Source: an optimization exercise on an open RTL-to-GDS flow (aim: small area, a short achievable clock period and few clock cycles per item). Production flows keep margins and buffers that such runs may drop.
The RTL was checked by simulation tests, not by an equivalence proof against the original design.
Power is estimated from default activity; no workload was simulated.

==> inputs of run F <==
==> flow/design.v <==
`timescale 1ns / 1ps
`default_nettype none
package rgs_pkg;
    localparam int SYM_W       = 8;
    localparam int LEN_OUT_W   = 17;
    localparam int START_OUT_W = 16;
    localparam int LM1_W       = LEN_OUT_W - 1;
    localparam int ENT_W       = LM1_W + SYM_W + START_OUT_W + 1;
    typedef struct packed {
        logic [SYM_W-1:0] symbol_in;
        logic             end_of_string;
    } t_rgs_in;
    typedef struct packed {
        logic [LEN_OUT_W-1:0]   run_length;
        logic [SYM_W-1:0]       run_symbol;
        logic [START_OUT_W-1:0] run_start;
        logic                   overflow;
        logic                   last_run;
    } t_rgs_out;
endpackage
`default_nettype wire
`timescale 1ns / 1ps
`default_nettype none
module rgs_cell (
    input  wire                          i_clk,
    input  wire                          i_ins,
    input  wire                          i_shl,
    input  wire                          i_old,         
    input  wire                          i_occ,         
    input  wire                          i_keep_prev,
    input  wire                          i_keep_next,
    input  wire [rgs_pkg::ENT_W-1:0]     i_new,
    input  wire [rgs_pkg::ENT_W-1:0]     i_prev,
    input  wire [rgs_pkg::ENT_W-1:0]     i_next,
    input  wire                          i_set_last,
    input  wire                          i_gm_next,
    input  wire                          i_grow,        
    input  wire                          i_restart,     
    input  wire [rgs_pkg::LM1_W-1:0]     i_cmp_len,
    output logic                         o_keep,
    output logic                         o_gm,
    output logic [rgs_pkg::ENT_W-1:0]    o_ent
);
    logic [rgs_pkg::ENT_W-1:0] r_ent, n_ent;
    logic r_ge;
    logic take_next, take_new, take_prev, take_self;
    assign o_keep = i_old || (i_occ && r_ge);
    always_comb begin
        take_next = 1'b0;
        take_new  = 1'b0;
        take_prev = 1'b0;
        if (i_shl && i_ins) begin
            take_next = i_keep_next;
            take_new  = !i_keep_next && o_keep;
        end else if (i_shl) begin
            take_next = 1'b1;
        end else if (i_ins) begin
            take_new  = !o_keep && i_keep_prev;
            take_prev = !o_keep && !i_keep_prev;
        end
    end
    assign take_self = !take_next && !take_new && !take_prev;
    assign o_gm = r_ge && !(i_grow && (r_ent[rgs_pkg::ENT_W-1 -: rgs_pkg::LM1_W] == i_cmp_len));
    always_comb begin
        n_ent = ({rgs_pkg::ENT_W{take_next}} & i_next)
              | ({rgs_pkg::ENT_W{take_new}}  & i_new)
              | ({rgs_pkg::ENT_W{take_prev}} & i_prev)
              | ({rgs_pkg::ENT_W{take_self}} & r_ent);
        n_ent[0] = n_ent[0] | i_set_last;
    end
    always_ff @(posedge i_clk) begin
        r_ent <= n_ent;
        r_ge  <= i_restart || (i_shl ? i_gm_next : o_gm);
    end
    assign o_ent = r_ent;
endmodule
`default_nettype wire
`timescale 1ns / 1ps
`default_nettype none
module run_grouping_sort_by_length_unit #(
    parameter int MAX_RUNS  = 32,
    parameter int MAX_INPUT = 65536
) (
    input  wire        i_clk,
    input  wire        i_rst_n,
    input  wire        i_in_valid,
    output logic       o_in_stall,
    input  wire [8:0]  i_in_data,
    output logic       o_out_valid,
    input  wire        i_out_stall,
    output logic [42:0] o_out_data
);
    localparam int EW      = rgs_pkg::ENT_W;
    localparam int LW      = rgs_pkg::LM1_W;
    localparam int SW      = rgs_pkg::START_OUT_W;
    localparam int YW      = rgs_pkg::SYM_W;
    localparam int COUNT_W = $clog2(MAX_RUNS + 1);
    localparam int POS_W   = $clog2(MAX_INPUT + 1);
    localparam logic [POS_W-1:0]   POS_LIMIT  = POS_W'(MAX_INPUT);
    localparam logic [COUNT_W-1:0] COUNT_FULL = COUNT_W'(MAX_RUNS);
    logic          r_freeze;        
    logic          r_stall;         
    logic          r_iv;
    logic [YW-1:0] r_isym;
    logic          r_ieos;
    logic          r_same;          
    logic          accept;
    assign o_in_stall = r_stall;
    assign accept     = i_in_valid && !r_stall;
    always_ff @(posedge i_clk) begin
        if (!i_rst_n) begin
            r_iv <= 1'b0;
        end else if (!r_freeze) begin
            r_iv <= accept;
        end
        if (accept) begin
            r_isym <= i_in_data[8:1];
            r_ieos <= i_in_data[0];
            r_same <= (i_in_data[8:1] == r_isym);
        end
    end
    logic [LW-1:0]    r_cur_len, n_cur_len;    
    logic             r_has, n_has;            
    logic [YW-1:0]    r_cur_sym, n_cur_sym;
    logic [SW-1:0]    r_cur_start, n_cur_start;
    logic [POS_W-1:0] r_pos, n_pos;
    logic             r_fl, n_fl;         
    logic             r_tovf, n_tovf;     
    logic r_close, r_ins, r_grow, r_restart;
    always_comb begin
        n_cur_len   = r_cur_len;
        n_has       = r_has;
        n_cur_sym   = r_cur_sym;
        n_cur_start = r_cur_start;
        n_pos       = r_pos;
        n_fl        = r_fl;
        n_tovf      = r_tovf;
        if (!r_freeze) begin
            if (r_iv) begin
                n_fl = r_ieos;
                if (r_fl) begin
                    n_tovf = 1'b0;
                end else if (r_pos >= POS_LIMIT) begin
                    n_tovf = 1'b1;
                end
            end else if (r_fl) begin
                n_has  = 1'b0;
                n_fl   = 1'b0;
                n_tovf = 1'b0;
            end
            if (r_grow) begin
                n_cur_len = r_cur_len + LW'(1);
            end
            if (r_restart && r_iv) begin
                n_cur_sym   = r_isym;
                n_cur_len   = '0;
                n_has       = 1'b1;
                n_cur_start = r_fl ? '0 : r_pos[SW-1:0];
            end
            if (r_fl) begin
                n_pos = POS_W'(r_iv);
            end else if (r_grow || r_restart) begin
                n_pos = r_pos + POS_W'(1);
            end
        end
    end
    always_ff @(posedge i_clk) begin
        if (!i_rst_n) begin
            r_has  <= 1'b0;
            r_pos  <= '0;
            r_fl   <= 1'b0;
            r_tovf <= 1'b0;
        end else begin
            r_has  <= n_has;
            r_pos  <= n_pos;
            r_fl   <= n_fl;
            r_tovf <= n_tovf;
        end
        r_cur_len   <= n_cur_len;
        r_cur_sym   <= n_cur_sym;
        r_cur_start <= n_cur_start;
    end
    logic [MAX_RUNS-1:0] r_occ, n_occ;        
    logic [MAX_RUNS-1:0] r_oldv, n_oldv;      
    logic [COUNT_W-1:0]  r_ccnt, n_ccnt;      
    logic                r_cfull;             
    logic                r_sovf, n_sovf;      
    logic                r_shl;               
    logic                r_ov, r_sv;          
    logic [42:0]         r_obuf, r_sbuf;
    logic [42:0]         head;                
    logic                r_opend, n_opend;    
    logic [COUNT_W-1:0]  r_nstr, n_nstr;      
    logic [COUNT_W-1:0]  r_ahead, n_ahead;    
    logic ins, drop, fin, shl, str_ovf, out_last;
    logic obuf_ld;
    assign obuf_ld = !r_ov || !i_out_stall;
    assign ins     = r_ins;
    assign shl     = r_shl;
    assign drop    = r_close && r_cfull;
    assign fin     = r_close && r_fl;
    assign str_ovf = r_sovf || drop || r_tovf;
    logic [EW-1:0] c_ent  [MAX_RUNS];
    logic          c_gm   [MAX_RUNS];
    logic          c_keep [MAX_RUNS];
    always_comb begin
        n_occ = r_occ;
        if (ins && !shl) begin
            n_occ = {r_occ[MAX_RUNS-2:0], 1'b1};
        end else if (shl && !ins) begin
            n_occ = {1'b0, r_occ[MAX_RUNS-1:1]};
        end
        n_oldv = fin ? n_occ : (shl ? {1'b0, r_oldv[MAX_RUNS-1:1]} : r_oldv);
        n_ccnt = fin ? '0 : (r_ccnt + COUNT_W'(ins));
        n_sovf = fin ? 1'b0 : (r_sovf || drop);
        out_last = shl && c_ent[0][0];
        n_nstr   = r_nstr + COUNT_W'(fin) - COUNT_W'(out_last);
        n_opend  = r_opend;
        n_ahead  = r_ahead;
        if (fin && str_ovf) begin
            n_opend = 1'b1;
            n_ahead = r_nstr - COUNT_W'(out_last);
        end else if (out_last && r_opend) begin
            if (r_ahead == '0) n_opend = 1'b0;
            else               n_ahead = r_ahead - COUNT_W'(1);
        end
    end
    logic [EW-1:0] new_ent;
    assign new_ent = {r_cur_len, r_cur_sym, r_cur_start, 1'b0};
    assign head    = {{1'b0, c_ent[0][EW-1 -: LW]} + 17'd1, c_ent[0][EW-LW-1:1],
                      r_opend && (r_ahead == '0), c_ent[0][0]};
    for (genvar gi = 0; gi < MAX_RUNS; gi++) begin : g_cell
        logic          keep_prev, keep_next, gm_next, occ_nx;
        logic [EW-1:0] prev_ent, next_ent;
        if (gi == 0) begin : g_head
            assign keep_prev = 1'b1;
            assign prev_ent  = new_ent;
        end else begin : g_body
            assign keep_prev = c_keep[gi-1];
            assign prev_ent  = c_ent[gi-1];
        end
        if (gi == MAX_RUNS - 1) begin : g_tail
            assign keep_next = 1'b0;
            assign gm_next   = 1'b0;
            assign next_ent  = c_ent[gi];
            assign occ_nx    = 1'b0;
        end else begin : g_link
            assign keep_next = c_keep[gi+1];
            assign gm_next   = c_gm[gi+1];
            assign next_ent  = c_ent[gi+1];
            assign occ_nx    = n_occ[gi+1];
        end
        rgs_cell u_cell (
            .i_clk       (i_clk),
            .i_ins       (ins),
            .i_shl       (shl),
            .i_old       (r_oldv[gi]),
            .i_occ       (r_occ[gi]),
            .i_keep_prev (keep_prev),
            .i_keep_next (keep_next),
            .i_new       (new_ent),
            .i_prev      (prev_ent),
            .i_next      (next_ent),
            .i_set_last  (fin && n_occ[gi] && !occ_nx),
            .i_gm_next   (gm_next),
            .i_grow      (r_grow),
            .i_restart   (r_restart),
            .i_cmp_len   (r_cur_len),
            .o_keep      (c_keep[gi]),
            .o_gm        (c_gm[gi]),
            .o_ent       (c_ent[gi])
        );
    end
    logic n_sv, n_ov, nx_iv, nx_same, nx_fl, nx_has, nx_inr, nx_frz, nx_close;
    always_comb begin
        n_ov = r_ov;
        n_sv = r_sv;
        if (!r_ov) begin
            n_ov = shl;
        end else if (!r_sv) begin
            if (!i_out_stall) n_ov = shl;
            else              n_sv = shl;
        end else if (!i_out_stall) begin
            n_sv = 1'b0;
        end
        nx_iv    = r_freeze ? r_iv : accept;
        nx_same  = accept ? (i_in_data[8:1] == r_isym) : r_same;
        nx_fl    = n_fl;
        nx_has   = n_has;
        nx_inr   = (n_pos < POS_LIMIT);
        nx_frz   = n_occ[MAX_RUNS-1] && n_oldv[0] && n_sv && (nx_iv || nx_fl);
        nx_close = !nx_frz && (nx_fl || (nx_iv && nx_inr && nx_has && !nx_same));
    end
    always_ff @(posedge i_clk) begin
        if (!i_rst_n) begin
            r_occ     <= '0;
            r_oldv    <= '0;
            r_ccnt    <= '0;
            r_cfull   <= 1'b0;
            r_sovf    <= 1'b0;
            r_ov      <= 1'b0;
            r_sv      <= 1'b0;
            r_freeze  <= 1'b0;
            r_stall   <= 1'b0;
            r_opend   <= 1'b0;
            r_nstr    <= '0;
            r_ahead   <= '0;
            r_shl     <= 1'b0;
            r_close   <= 1'b0;
            r_ins     <= 1'b0;
            r_grow    <= 1'b0;
            r_restart <= 1'b0;
        end else begin
            r_occ     <= n_occ;
            r_oldv    <= n_oldv;
            r_ccnt    <= n_ccnt;
            r_cfull   <= (n_ccnt == COUNT_FULL);
            r_sovf    <= n_sovf;
            r_ov      <= n_ov;
            r_sv      <= n_sv;
            r_freeze  <= nx_frz;
            r_stall   <= nx_frz || n_opend;
            r_opend   <= n_opend;
            r_nstr    <= n_nstr;
            r_ahead   <= n_ahead;
            r_shl     <= n_oldv[0] && !n_sv;
            r_close   <= nx_close;
            r_ins     <= nx_close && (n_ccnt != COUNT_FULL);
            r_grow    <= !nx_frz && nx_iv && !nx_fl && nx_inr && nx_has && nx_same;
            r_restart <= !nx_frz && (nx_fl || (nx_iv && nx_inr && !(nx_has && nx_same)));
        end
        if (!r_sv) begin
            r_sbuf <= head;
        end
        r_obuf <= ({43{obuf_ld}} & (r_sv ? r_sbuf : head)) | ({43{!obuf_ld}} & r_obuf);
    end
    assign o_out_valid = r_ov;
    assign o_out_data  = r_obuf;
endmodule
`default_nettype wire
==> flow/run.sh <==
#!/bin/bash
# synth_recipe.tcl (not shown) runs the flow's synth.tcl, then flattens the netlist and writes it again
# the make line also repeats each setting of config.mk as NAME=value (left out here)
make -C /OpenROAD-flow-scripts/flow DESIGN_CONFIG=/design/flow/config.mk WORK_HOME=/design/flow/orfs CLKGATE_MAP_FILE= SYNTH_SCRIPT=/design/flow/synth_recipe.tcl finish
==> flow/config.mk <==
export PLATFORM = sky130hd
export DESIGN_NAME = run_grouping_sort_by_length_unit
export DESIGN_NICKNAME = run_grouping_sort_by_length_unit
export VERILOG_FILES = /design/flow/design.v
export SDC_FILE = /design/flow/constraint.sdc
export NUM_CORES = 4
export LEC_CHECK = 0
export CAP_MARGIN = 20
export CORE_MARGIN = 2
export CORE_UTILIZATION = 35
export CTS_CLUSTER_DIAMETER = 80
export CTS_CLUSTER_SIZE = 22
export SETUP_SLACK_MARGIN = 2.2
export SLEW_MARGIN = 20
==> flow/constraint.sdc <==
create_clock -name core_clock -period 4.5 [get_ports {i_clk}]
set_input_delay 0.9000 -clock core_clock [delete_from_list [all_inputs] [get_ports {i_clk}]]
set_output_delay 0.9000 -clock core_clock [all_outputs]
set_load 0.01 [all_outputs]
==> run R: changes against run F <==
==> flow/design.v, changed modules only <==
module rgs_cell (
    input  wire                          i_clk,
    input  wire                          i_ins,
    input  wire                          i_shl,
    input  wire                          i_old,         
    input  wire                          i_occ,         
    input  wire                          i_keep_prev,
    input  wire                          i_keep_next,
    input  wire [rgs_pkg::ENT_W-1:0]     i_new,
    input  wire [rgs_pkg::ENT_W-1:0]     i_prev,
    input  wire [rgs_pkg::ENT_W-1:0]     i_next,
    input  wire                          i_set_last,
    input  wire                          i_gm_next,
    input  wire                          i_grow,        
    input  wire                          i_restart,     
    input  wire [rgs_pkg::LM1_W-1:0]     i_cmp_len_n,   
    output logic                         o_keep,
    output logic                         o_gm,
    output logic [rgs_pkg::ENT_W-1:0]    o_ent
);
    logic [rgs_pkg::ENT_W-1:0] r_ent, n_ent;
    logic r_ge;
    logic take_next, take_new, take_prev, take_self;
    assign o_keep = i_old || (i_occ && r_ge);
    always_comb begin
        take_next = 1'b0;
        take_new  = 1'b0;
        take_prev = 1'b0;
        if (i_shl && i_ins) begin
            take_next = i_keep_next;
            take_new  = !i_keep_next && o_keep;
        end else if (i_shl) begin
            take_next = 1'b1;
        end else if (i_ins) begin
            take_new  = !o_keep && i_keep_prev;
            take_prev = !o_keep && !i_keep_prev;
        end
    end
    assign take_self = !take_next && !take_new && !take_prev;
    assign o_gm = r_ge && !(i_grow && (r_ent[rgs_pkg::ENT_W-1 -: rgs_pkg::LM1_W] == ~i_cmp_len_n));
    always_comb begin
        n_ent = ({rgs_pkg::ENT_W{take_next}} & i_next)
              | ({rgs_pkg::ENT_W{take_new}}  & i_new)
              | ({rgs_pkg::ENT_W{take_prev}} & i_prev)
              | ({rgs_pkg::ENT_W{take_self}} & r_ent);
        n_ent[0] = n_ent[0] | i_set_last;
    end
    always_ff @(posedge i_clk) begin
        r_ent <= n_ent;
        r_ge  <= i_restart || (i_shl ? i_gm_next : o_gm);
    end
    assign o_ent = r_ent;
endmodule
module run_grouping_sort_by_length_unit #(
    parameter int MAX_RUNS  = 32,
    parameter int MAX_INPUT = 65536
) (
    input  wire        i_clk,
    input  wire        i_rst_n,
    input  wire        i_in_valid,
    output logic       o_in_stall,
    input  wire [8:0]  i_in_data,
    output logic       o_out_valid,
    input  wire        i_out_stall,
    output logic [42:0] o_out_data
);
    localparam int EW      = rgs_pkg::ENT_W;
    localparam int LW      = rgs_pkg::LM1_W;
    localparam int SW      = rgs_pkg::START_OUT_W;
    localparam int YW      = rgs_pkg::SYM_W;
    localparam int COUNT_W = $clog2(MAX_RUNS + 1);
    localparam int POS_W   = $clog2(MAX_INPUT + 1);
    localparam logic [POS_W-1:0]   POS_LIMIT  = POS_W'(MAX_INPUT);
    localparam logic [COUNT_W-1:0] COUNT_FULL = COUNT_W'(MAX_RUNS);
    logic          r_freeze;        
    logic          r_stall;         
    logic          r_iv;
    logic [YW-1:0] r_isym;
    logic          r_ieos;
    logic          r_same;          
    logic          accept;
    assign o_in_stall = r_stall;
    assign accept     = i_in_valid && !r_stall;
    always_ff @(posedge i_clk) begin
        if (!i_rst_n) begin
            r_iv <= 1'b0;
        end else if (!r_freeze) begin
            r_iv <= accept;
        end
        if (accept) begin
            r_isym <= i_in_data[8:1];
            r_ieos <= i_in_data[0];
            r_same <= (i_in_data[8:1] == r_isym);
        end
    end
    logic [LW-1:0]    r_cur_len, n_cur_len;    
    logic [LW-1:0]    r_cmp_n;                 
    logic             r_has, n_has;            
    logic [YW-1:0]    r_cur_sym, n_cur_sym;
    logic [SW-1:0]    r_cur_start, n_cur_start;
    logic [POS_W-1:0] r_pos, n_pos;
    logic             r_fl, n_fl;         
    logic             r_tovf, n_tovf;     
    logic r_close, r_ins, r_grow, r_restart;
    always_comb begin
        n_cur_len   = r_cur_len;
        n_has       = r_has;
        n_cur_sym   = r_cur_sym;
        n_cur_start = r_cur_start;
        n_pos       = r_pos;
        n_fl        = r_fl;
        n_tovf      = r_tovf;
        if (!r_freeze) begin
            if (r_iv) begin
                n_fl = r_ieos;
                if (r_fl) begin
                    n_tovf = 1'b0;
                end else if (r_pos >= POS_LIMIT) begin
                    n_tovf = 1'b1;
                end
            end else if (r_fl) begin
                n_has  = 1'b0;
                n_fl   = 1'b0;
                n_tovf = 1'b0;
            end
            if (r_grow) begin
                n_cur_len = r_cur_len + LW'(1);
            end
            if (r_restart && r_iv) begin
                n_cur_sym   = r_isym;
                n_cur_len   = '0;
                n_has       = 1'b1;
                n_cur_start = r_fl ? '0 : r_pos[SW-1:0];
            end
            if (r_fl) begin
                n_pos = POS_W'(r_iv);
            end else if (r_grow || r_restart) begin
                n_pos = r_pos + POS_W'(1);
            end
        end
    end
    always_ff @(posedge i_clk) begin
        if (!i_rst_n) begin
            r_has  <= 1'b0;
            r_pos  <= '0;
            r_fl   <= 1'b0;
            r_tovf <= 1'b0;
        end else begin
            r_has  <= n_has;
            r_pos  <= n_pos;
            r_fl   <= n_fl;
            r_tovf <= n_tovf;
        end
        r_cur_len   <= n_cur_len;
        r_cmp_n     <= ~n_cur_len;
        r_cur_sym   <= n_cur_sym;
        r_cur_start <= n_cur_start;
    end
    logic [MAX_RUNS-1:0] r_occ, n_occ;        
    logic [MAX_RUNS-1:0] r_oldv, n_oldv;      
    logic [COUNT_W-1:0]  r_ccnt, n_ccnt;      
    logic                r_cfull;             
    logic                r_sovf, n_sovf;      
    logic                r_shl;               
    logic                r_ov;                
    logic [42:0]         r_obuf;
    logic [42:0]         cand;                
    logic                cand_ok;             
    logic                cand_ovf;
    logic                obuf_ld, took;
    logic                r_opend, n_opend;    
    logic [COUNT_W-1:0]  r_nstr, n_nstr;      
    logic [COUNT_W-1:0]  r_ahead, n_ahead;    
    logic ins, drop, fin, shl, str_ovf, out_last;
    assign ins     = r_ins;
    assign shl     = r_shl;
    assign drop    = r_close && r_cfull;
    assign fin     = r_close && r_fl;
    assign str_ovf = r_sovf || drop || r_tovf;
    logic [EW-1:0] c_ent  [MAX_RUNS];
    logic          c_gm   [MAX_RUNS];
    logic          c_keep [MAX_RUNS];
    always_comb begin
        n_occ = r_occ;
        if (ins && !shl) begin
            n_occ = {r_occ[MAX_RUNS-2:0], 1'b1};
        end else if (shl && !ins) begin
            n_occ = {1'b0, r_occ[MAX_RUNS-1:1]};
        end
        n_oldv = fin ? n_occ : (shl ? {1'b0, r_oldv[MAX_RUNS-1:1]} : r_oldv);
        n_ccnt = fin ? '0 : (r_ccnt + COUNT_W'(ins));
        n_sovf = fin ? 1'b0 : (r_sovf || drop);
        out_last = shl && c_ent[0][0];
        n_nstr   = r_nstr + COUNT_W'(fin) - COUNT_W'(out_last);
        n_opend  = r_opend;
        n_ahead  = r_ahead;
        if (fin && str_ovf) begin
            n_opend = 1'b1;
            n_ahead = r_nstr - COUNT_W'(out_last);
        end else if (out_last && r_opend) begin
            if (r_ahead == '0) n_opend = 1'b0;
            else               n_ahead = r_ahead - COUNT_W'(1);
        end
    end
    logic [EW-1:0] new_ent;
    assign new_ent = {r_cur_len, r_cur_sym, r_cur_start, 1'b0};
    logic [EW-1:0] cand_ent;
    assign cand_ent = r_shl ? c_ent[1] : c_ent[0];
    assign cand_ok  = r_shl ? r_oldv[1] : r_oldv[0];
    assign cand_ovf = r_opend && ((r_shl && c_ent[0][0]) ? (r_ahead == COUNT_W'(1)) : (r_ahead == '0));
    assign cand     = {{1'b0, cand_ent[EW-1 -: LW]} + 17'd1, cand_ent[EW-LW-1:1], cand_ovf, cand_ent[0]};
    assign obuf_ld  = !r_ov || !i_out_stall;
    assign took     = obuf_ld && cand_ok;
    for (genvar gi = 0; gi < MAX_RUNS; gi++) begin : g_cell
        logic          keep_prev, keep_next, gm_next, occ_nx;
        logic [EW-1:0] prev_ent, next_ent;
        if (gi == 0) begin : g_head
            assign keep_prev = 1'b1;
            assign prev_ent  = new_ent;
        end else begin : g_body
            assign keep_prev = c_keep[gi-1];
            assign prev_ent  = c_ent[gi-1];
        end
        if (gi == MAX_RUNS - 1) begin : g_tail
            assign keep_next = 1'b0;
            assign gm_next   = 1'b0;
            assign next_ent  = c_ent[gi];
            assign occ_nx    = 1'b0;
        end else begin : g_link
            assign keep_next = c_keep[gi+1];
            assign gm_next   = c_gm[gi+1];
            assign next_ent  = c_ent[gi+1];
            assign occ_nx    = n_occ[gi+1];
        end
        rgs_cell u_cell (
            .i_clk       (i_clk),
            .i_ins       (ins),
            .i_shl       (shl),
            .i_old       (r_oldv[gi]),
            .i_occ       (r_occ[gi]),
            .i_keep_prev (keep_prev),
            .i_keep_next (keep_next),
            .i_new       (new_ent),
            .i_prev      (prev_ent),
            .i_next      (next_ent),
            .i_set_last  (fin && n_occ[gi] && !occ_nx),
            .i_gm_next   (gm_next),
            .i_grow      (r_grow),
            .i_restart   (r_restart),
            .i_cmp_len_n (r_cmp_n),
            .o_keep      (c_keep[gi]),
            .o_gm        (c_gm[gi]),
            .o_ent       (c_ent[gi])
        );
    end
    logic nx_iv, nx_same, nx_fl, nx_has, nx_inr, nx_frz, nx_close;
    always_comb begin
        nx_iv    = r_freeze ? r_iv : accept;
        nx_same  = accept ? (i_in_data[8:1] == r_isym) : r_same;
        nx_fl    = n_fl;
        nx_has   = n_has;
        nx_inr   = (n_pos < POS_LIMIT);
        nx_frz   = n_occ[MAX_RUNS-1] && n_oldv[0] && !took && (nx_iv || nx_fl);
        nx_close = !nx_frz && (nx_fl || (nx_iv && nx_inr && nx_has && !nx_same));
    end
    always_ff @(posedge i_clk) begin
        if (!i_rst_n) begin
            r_occ     <= '0;
            r_oldv    <= '0;
            r_ccnt    <= '0;
            r_cfull   <= 1'b0;
            r_sovf    <= 1'b0;
            r_ov      <= 1'b0;
            r_freeze  <= 1'b0;
            r_stall   <= 1'b0;
            r_opend   <= 1'b0;
            r_nstr    <= '0;
            r_ahead   <= '0;
            r_shl     <= 1'b0;
            r_close   <= 1'b0;
            r_ins     <= 1'b0;
            r_grow    <= 1'b0;
            r_restart <= 1'b0;
        end else begin
            r_occ     <= n_occ;
            r_oldv    <= n_oldv;
            r_ccnt    <= n_ccnt;
            r_cfull   <= (n_ccnt == COUNT_FULL);
            r_sovf    <= n_sovf;
            r_ov      <= obuf_ld ? cand_ok : r_ov;
            r_freeze  <= nx_frz;
            r_stall   <= nx_frz || n_opend;
            r_opend   <= n_opend;
            r_nstr    <= n_nstr;
            r_ahead   <= n_ahead;
            r_shl     <= took;
            r_close   <= nx_close;
            r_ins     <= nx_close && (n_ccnt != COUNT_FULL);
            r_grow    <= !nx_frz && nx_iv && !nx_fl && nx_inr && nx_has && nx_same;
            r_restart <= !nx_frz && (nx_fl || (nx_iv && nx_inr && !(nx_has && nx_same)));
        end
        if (obuf_ld) begin
            r_obuf <= cand;
        end
    end
    assign o_out_valid = r_ov;
    assign o_out_data  = r_obuf;
endmodule
==> comparison <==
- Of run F and run R, run F has the higher worst setup slack (gap 200 ps).
- Clock power: run R is higher than run F (about 6%).
- In run R the via count is higher than in run F, by 9.5%.
- Sequential cell count: run F is higher than run R (28).
- Cell count: run F is smaller than run R (9.9%).
- Between run R and run F, the lower synthesized cell count is in run F (gap about 16%, measured against run F).
- Sequential share of layout area: run F is higher than run R (0.54 points).
- Critical path depth: run R is lower than run F (5).
- Of run F and run R, run R has the higher non-clock buffer count (gap 45).
- In run R the die area is smaller than in run F, by 2.7%.
- Between run F and run R, the lower core utilization is in run F (gap 0.74 points).
Testbench counts of run F, summed over its fixed seeds: cycles 11,205, bytes 10,992.
Testbench counts of run R, summed over its fixed seeds: cycles 11,205, bytes 10,992.

-- static timing again, ports no longer ideal --
The flow's constraints put no driver on any port. The routed layouts listed below were extracted and timed again, unchanged, in two steps.
Step 1, drivers: a clkbuf_16 drives i_clk and a buf_2 each remaining input, both assumed.
Step 2, shift: input delay + t, output delay - t, t = (earliest + latest rising clock arrival at the registers) / 2. This alone moves slack from input paths to output paths.
a / b / c = ideal / step 1 / step 2; a / b = the first two.
run	t, ns	setup slack, ns	worst register clock-pin slew, ns	worst slew at a driven data input, ns
run F	0.825	2.138 / 2.138 / 1.399	0.10 / 0.10	0.07
run R	0.833	1.938 / 1.851 / 1.472	0.10 / 0.10	0.06
After both steps setup and hold are still met in every run listed. For run F, which loses most, drivers alone change the setup slack by 0.000 ns; drivers and shift together by -0.739 ns.
